From an optimization exercise on the open Yosys and OpenROAD flow, aimed at small area, a short achievable clock period and few clock cycles per item; shortcuts taken in it are not production practice. RTL that was checked went through simulation tests only; none was proved equivalent to the original. The flow treats the clock pin as an ideal source. Dropping or thinning the clock tree relies on that and would not hold on a real chip. Power figures rest on the tool's default switching activity, not on a simulated workload.

Design sha1_pad_top, start of the top module:
module sha1_pad_top (
    input  logic           sys_clk,
    input  logic           sys_rst,
    input  logic           msg_cal_channel_ready,
    input  logic           msg_info_fifo_empty,
    input  logic [15:0]    msg_info,
    input  logic [5:0]     msg_channel_num,
    output logic           msg_info_rd_en,
    output logic           msg_data_rd_en,
    input  logic [127:0]   msg_data,
    output logic           msg_filled_data_valid,
    output logic           msg_filled_data_sop,
    output logic           msg_filled_data_eop,
    output logic [511:0]   msg_filled_data,
    output logic           msg_filled_info_valid,
    output logic [15:0]    msg_filled_info,
    output logic [13:0]    msg_filled_tag,
    output logic [11:0]    msg_filled_addr
);
    logic          info_pend;       
    logic          nxt_v;
    logic [15:0]   nxt_len;
    logic [5:0]    nxt_ch;
    logic          consume;
    always_ff @(posedge sys_clk) begin
        if (sys_rst) begin
            msg_info_rd_en <= 1'b0;
            info_pend <= 1'b0;
            nxt_v <= 1'b0;
        end else begin
            msg_info_rd_en <= !msg_info_fifo_empty && msg_cal_channel_ready && !msg_info_rd_en
                              && !info_pend && !nxt_v;
            info_pend <= msg_info_rd_en;
            if (info_pend) begin
                nxt_v <= 1'b1;
            end else if (consume) begin
                nxt_v <= 1'b0;
            end
        end
    end
    always_ff @(posedge sys_clk) begin
        if (info_pend) begin
            nxt_len <= msg_info;
            nxt_ch <= msg_channel_num;
        end
    end
    logic          act;             
    logic [11:0]   cnt;             
    logic          nz;              
    logic          padp;            
    logic          padrd;           
  ...
Size: about 1100 cells after synthesis, roughly 710 I/O pins, about 16000 sq um of cells after synthesis.
==> flow/config.mk <==
export PLATFORM = sky130hd
export DESIGN_NAME = sha1_pad_top
export DESIGN_NICKNAME = sha1_pad_top
export VERILOG_FILES = /design/flow/design.v
export SDC_FILE = /design/flow/constraint.sdc
export NUM_CORES = 4
export LEC_CHECK = 0
export CAP_MARGIN = 20
export CORE_AREA = 5 5 170 170
export CTS_CLUSTER_DIAMETER = 100
export CTS_CLUSTER_SIZE = 30
export DIE_AREA = 0 0 175 175
export SLEW_MARGIN = 20
==> flow/constraint.sdc <==
create_clock -name core_clock -period 5.0 [get_ports {sys_clk}]
set_input_delay 1.0000 -clock core_clock [delete_from_list [all_inputs] [get_ports {sys_clk}]]
set_output_delay 1.0000 -clock core_clock [all_outputs]
set_load 0.01 [all_outputs]
standard.sh (not shown) runs the stock make flow with config.mk's settings and CLKGATE_MAP_FILE= SYNTH_SCRIPT=/design/flow/synth_recipe.tcl, a recipe that flattens the netlist after the stock synthesis.
==> flow/flow/run.sh <==
#!/bin/bash
# Standard layout with buf_1 port buffers and pins one track apart; CTS adds
# no balancing loads. After CTS (flow/post_cts_tree.tcl) the top of the clock
# tree is rebuilt as four branch buffers driven by the clock port, input port
# buffers become buf_1 (flow/inputs_small.tcl), then the timing repair runs,
# aiming at a 1.92 ns period.
set -e
export SMALL_INPUT_BUFFERS=$PWD/flow/inputs_small.tcl
bash standard.sh BUFFER_PORTS_ARGS="-buffer_cell sky130_fd_sc_hd__buf_1" \
  PLACE_PINS_ARGS="-min_distance 1 -min_distance_in_tracks" \
  CTS_ARGS="-sink_clustering_enable -repair_clock_nets -sink_clustering_size 30 -sink_clustering_max_diameter 100 -dont_use_dummy_load" \
  SKIP_CTS_REPAIR_TIMING=1 POST_CTS_TCL=$PWD/flow/post_cts_tree.tcl \
  SETUP_SLACK_MARGIN=3.08 finish > standard.log 2>&1
Other scripts of this flow, unchanged in this note and not shown: flow/flow/inputs_small.tcl, flow/flow/post_cts_tree.tcl
Change:
--- a/flow/design.v
+++ b/flow/design.v
@@ -225,18 +225,15 @@
                 end
             end
         end
     end
     logic [5:0]    out_ch;
     logic [10:0]   out_blocks;
     always_ff @(posedge sys_clk) begin
-        if (sys_rst) begin
-            out_ch <= 6'd0;
-            out_blocks <= 11'd0;
-        end else if (first_b) begin
+        if (first_b) begin
             out_ch <= nxt_ch;
             out_blocks <= blocks;
         end
     end
     assign msg_filled_info_valid = msg_filled_data_sop;
     assign msg_filled_info = {5'd0, out_blocks};
     assign msg_filled_addr = {out_ch, blk_idx};
Result: Wire length shrinks by a few percent. Worst setup slack stays flat. Area after synthesis shrinks slightly. Critical path depth is unchanged. Synthesized cell count shrinks by a few percent. Final area shrinks slightly. Final cell count shrinks slightly. Worst hold slack is about the same. Via count shrinks by a few percent. Clock skew shrinks by 0.0073 ns. Sequential cell count is unchanged. Maximum frequency stays flat. Combinational power shrinks slightly. Total power stays flat.
Testbench counts after the change, summed over its fixed seeds: cycles 19,299, messages 800.
Function not checked in the first run of this note: the RTL went through the layout flow alone.

* * *

RTL: one of the versions met above, not the one the previous note started from.
For scale: ~1100 cells after synthesis, ~630 flip-flops, roughly 710 I/O pins, roughly 0.016 mm² of cells after synthesis.
==> module sha1_pad_top, before the edit <==
module sha1_pad_top (
    input  logic           sys_clk,
    input  logic           sys_rst,
    input  logic           msg_cal_channel_ready,
    input  logic           msg_info_fifo_empty,
    input  logic [15:0]    msg_info,
    input  logic [5:0]     msg_channel_num,
    output logic           msg_info_rd_en,
    output logic           msg_data_rd_en,
    input  logic [127:0]   msg_data,
    output logic           msg_filled_data_valid,
    output logic           msg_filled_data_sop,
    output logic           msg_filled_data_eop,
    output logic [511:0]   msg_filled_data,
    output logic           msg_filled_info_valid,
    output logic [15:0]    msg_filled_info,
    output logic [13:0]    msg_filled_tag,
    output logic [11:0]    msg_filled_addr
);
    logic          info_pend;       
    logic          nxt_v;
    logic [15:0]   nxt_len;
    logic [5:0]    nxt_ch;
    logic          consume;
    always_ff @(posedge sys_clk) begin
        if (sys_rst) begin
            msg_info_rd_en <= 1'b0;
            info_pend <= 1'b0;
            nxt_v <= 1'b0;
        end else begin
            msg_info_rd_en <= !msg_info_fifo_empty && msg_cal_channel_ready && !msg_info_rd_en
                              && !info_pend && !nxt_v;
            info_pend <= msg_info_rd_en;
            if (info_pend) begin
                nxt_v <= 1'b1;
            end else if (consume) begin
                nxt_v <= 1'b0;
            end
        end
    end
    always_ff @(posedge sys_clk) begin
        if (info_pend) begin
            nxt_len <= msg_info;
            nxt_ch <= msg_channel_num;
        end
    end
    logic          act;             
    logic [11:0]   cnt;             
    logic          nz;              
    logic          padp;            
    logic          padrd;           
    logic          ext;             
    logic          fst;             
    logic [1:0]    pos;             
    logic          last_q;          
    logic          s_full;
    logic          s_pad;
    logic          s_p3;
    logic [11:0]   cnt_dec;
    logic          cnt_one;
    for (genvar i = 0; i < 12; i++) begin : g_dec
        if (i == 0) begin : g_lsb
            assign cnt_dec[i] = !cnt[i];
        end else begin : g_bit
            assign cnt_dec[i] = cnt[i] ^ !(|cnt[i-1:0]);
        end
    end
    assign cnt_one = (cnt == 12'd1);
    assign s_full = act && nz;
    assign s_pad = act && !nz && padp;
    assign s_p3 = act && (pos == 2'd3);
    assign consume = nxt_v && (!act || last_q);
    always_ff @(posedge sys_clk) begin
        if (sys_rst) begin
            act <= 1'b0;
            pos <= 2'd0;
            last_q <= 1'b0;
        end else begin
            last_q <= act && !last_q && (pos == 2'd2) && (!nz || cnt_one) && !ext;
            if (act) begin
                pos <= pos + 1'b1;
                if (!nz) begin
                    padp <= 1'b0;
                end
                fst <= 1'b0;
                if (s_p3 && !nz) begin
                    ext <= 1'b0;
                end
                if (last_q) begin
                    act <= 1'b0;
                end
            end
            if (consume) begin
                act <= 1'b1;
                padp <= 1'b1;
                padrd <= |nxt_len[3:0];
                ext <= (nxt_len[5:0] >= 6'd56);
                fst <= 1'b1;
            end
        end
    end
    always_ff @(posedge sys_clk) begin
        if (consume) begin
            cnt <= nxt_len[15:4];
            nz <= |nxt_len[15:4];
        end else begin
            cnt <= cnt_dec;
            nz <= nz && !cnt_one;
        end
    end
    logic          full_a, pad_a, last_a, p3_a, first_a;
    logic          full_b, pad_b, last_b, p3_b, first_b;
    always_ff @(posedge sys_clk) begin
        if (sys_rst) begin
            msg_data_rd_en <= 1'b0;
            last_a <= 1'b0;
            p3_a <= 1'b0;
            first_a <= 1'b0;
            last_b <= 1'b0;
            p3_b <= 1'b0;
            first_b <= 1'b0;
        end else begin
            msg_data_rd_en <= s_full || (s_pad && padrd);
            last_a <= act && last_q;
            p3_a <= s_p3;
            first_a <= act && fst;
            last_b <= last_a;
            p3_b <= p3_a;
            first_b <= first_a;
        end
    end
    always_ff @(posedge sys_clk) begin
        full_a <= s_full;
        pad_a <= s_pad;
        full_b <= full_a;
        pad_b <= pad_a;
    end
    logic [15:0]   out_len;
    always_ff @(posedge sys_clk) begin
        if (first_a) begin
            out_len <= nxt_len;
        end
    end
    logic [15:0]   keep;
    logic [15:0]   padb;
    logic [127:0]  in_word;
    logic [127:0]  s0, s1, s2, s3;
    always_comb begin
        for (int j = 0; j < 16; j++) begin
            keep[j] = full_b || (pad_b && (4'(j) < out_len[3:0]));
            padb[j] = pad_b && (4'(j) == out_len[3:0]);
            in_word[127-8*j -: 8] = (msg_data[127-8*j -: 8] & {8{keep[j]}}) | {padb[j], 7'b0};
        end
        if (last_b) begin
            in_word[18:3] = in_word[18:3] | out_len;
        end
    end
    always_ff @(posedge sys_clk) begin
        s0 <= s1;
        s1 <= s2;
        s2 <= s3;
        s3 <= in_word;
    end
    assign msg_filled_data = {s0, s1, s2, s3};
    logic          at_first;        
    logic [5:0]    blk_idx;
    logic [10:0]   blocks;
    logic [10:0]   blk_plus1;
    logic [10:0]   blk_plus2;
    logic [5:0]    idx_inc;
    logic [13:0]   tag_inc;
    for (genvar i = 0; i < 11; i++) begin : g_blk
        if (i == 0) begin : g_b0
            assign blk_plus1[i] = !nxt_len[6];
            assign blk_plus2[i] = nxt_len[6];
        end else if (i < 10) begin : g_bm
            assign blk_plus1[i] = nxt_len[6+i] ^ (&nxt_len[6+i-1:6]);
            if (i == 1) begin : g_b1
                assign blk_plus2[i] = !nxt_len[7];
            end else begin : g_bn
                assign blk_plus2[i] = nxt_len[6+i] ^ (&nxt_len[6+i-1:7]);
            end
        end else begin : g_btop
            assign blk_plus1[i] = &nxt_len[15:6];
            assign blk_plus2[i] = &nxt_len[15:7];
        end
    end
    for (genvar i = 0; i < 6; i++) begin : g_idx
        if (i == 0) begin : g_i0
            assign idx_inc[i] = !blk_idx[i];
        end else begin : g_in
            assign idx_inc[i] = blk_idx[i] ^ (&blk_idx[i-1:0]);
        end
    end
    for (genvar i = 0; i < 14; i++) begin : g_tag
        if (i == 0) begin : g_t0
            assign tag_inc[i] = !msg_filled_tag[i];
        end else begin : g_tn
            assign tag_inc[i] = msg_filled_tag[i] ^ (&msg_filled_tag[i-1:0]);
        end
    end
    assign blocks = (nxt_len[5:0] >= 6'd56) ? blk_plus2 : blk_plus1;
    always_ff @(posedge sys_clk) begin
        if (sys_rst) begin
            msg_filled_data_valid <= 1'b0;
            msg_filled_data_sop <= 1'b0;
            msg_filled_data_eop <= 1'b0;
            at_first <= 1'b0;
            blk_idx <= 6'd0;
            msg_filled_tag <= '1;   
        end else begin
            msg_filled_data_valid <= p3_b;
            msg_filled_data_sop <= p3_b && at_first;
            msg_filled_data_eop <= last_b;
            if (first_b) begin
                at_first <= 1'b1;
            end else if (p3_b) begin
                at_first <= 1'b0;
            end
            if (p3_b) begin
                blk_idx <= at_first ? 6'd0 : idx_inc;
                if (at_first) begin
                    msg_filled_tag <= tag_inc;
                end
            end
        end
    end
    logic [5:0]    out_ch;
    logic [10:0]   out_blocks;
    always_ff @(posedge sys_clk) begin
        if (first_b) begin
            out_ch <= nxt_ch;
            out_blocks <= blocks;
        end
    end
    assign msg_filled_info_valid = msg_filled_data_sop;
    assign msg_filled_info = {5'd0, out_blocks};
    assign msg_filled_addr = {out_ch, blk_idx};
endmodule
Settings: LEC_CHECK=0, CAP_MARGIN=20, CORE_AREA=5 5 170 170, CTS_CLUSTER_DIAMETER=100, CTS_CLUSTER_SIZE=30, DIE_AREA=0 0 175 175, SLEW_MARGIN=20; clock period 5.0 ns.
==> flow/flow/run.sh <==
#!/bin/bash
# Standard layout with buf_2 port buffers and pins one track apart; CTS adds
# no balancing loads. After CTS (flow/post_cts_tree.tcl) the top of the clock
# tree is rebuilt as four branch buffers driven by the clock port, input port
# buffers become buf_1 (flow/inputs_small.tcl), then the timing repair runs,
# aiming at a 1.9 ns period.
set -e
export SMALL_INPUT_BUFFERS=$PWD/flow/inputs_small.tcl
bash standard.sh BUFFER_PORTS_ARGS="-buffer_cell sky130_fd_sc_hd__buf_2" \
  PLACE_PINS_ARGS="-min_distance 1 -min_distance_in_tracks" \
  CTS_ARGS="-sink_clustering_enable -repair_clock_nets -sink_clustering_size 30 -sink_clustering_max_diameter 100 -dont_use_dummy_load" \
  SKIP_CTS_REPAIR_TIMING=1 POST_CTS_TCL=$PWD/flow/post_cts_tree.tcl \
  SETUP_SLACK_MARGIN=3.1 finish > standard.log 2>&1
Other scripts of this flow, unchanged in this note and not shown: flow/flow/inputs_small.tcl, flow/flow/post_cts_tree.tcl
Testbench counts at the start, summed over its fixed seeds: cycles 19,299, messages 800.
Rerun with:
--- a/flow/design.v
+++ b/flow/design.v
@@ -226,13 +226,16 @@
             end
         end
     end
     logic [5:0]    out_ch;
     logic [10:0]   out_blocks;
     always_ff @(posedge sys_clk) begin
-        if (first_b) begin
+        if (sys_rst) begin
+            out_ch <= 6'd0;
+            out_blocks <= 11'd0;
+        end else if (first_b) begin
             out_ch <= nxt_ch;
             out_blocks <= blocks;
         end
     end
     assign msg_filled_info_valid = msg_filled_data_sop;
     assign msg_filled_info = {5'd0, out_blocks};
Result: Die area stays the same. Via count rises by 4.0%. Sequential share of layout area goes down by 1.1 points. Global-route usage grows by 1.5 points. Core utilization came out higher by 0.36 points. Synthesized cell count climbs by about 4%. Routed wire length came out higher by 4.4%.
No functional check of the RTL was part of the second run of this note.

-- separate check: timing with driven ports --
In the flow no input, the clock included, has a driving cell. The finished layouts below were timed again as built, in two steps. Step 1 (the two cells are an assumption about what drives the block):
set clk [get_ports {sys_clk}]
set_driving_cell -lib_cell sky130_fd_sc_hd__clkbuf_16 $clk
set_driving_cell -lib_cell sky130_fd_sc_hd__buf_2 [delete_from_list [all_inputs] $clk]
Step 2 times the ports against the registers' clock, not the clock port: input delays grow and output delays shrink by t, the midpoint of the rising clock arrivals with the driver on. Three values: no drivers, after step 1, after step 2; two values: the first two.
| run | shift t [ns] | setup WS [ns] | pins driven straight from the clock port |
|---|---|---|---|
| the first run of note 1 | 0.444 | 3.092 / 2.992 / 2.841 | 4 |
| the second run of note 1 | 0.450 | 3.092 / 2.986 / 2.959 | 4 |
| the first run of note 2 | 0.442 | 3.109 / 3.007 / 2.867 | 4 |
| the second run of note 2 | 0.440 | 3.119 / 3.018 / 2.823 | 4 |
After both steps setup and hold are still met in every run listed. For the second run of note 2, which loses most, drivers alone change the setup slack by -0.101 ns; drivers and shift together by -0.296 ns.
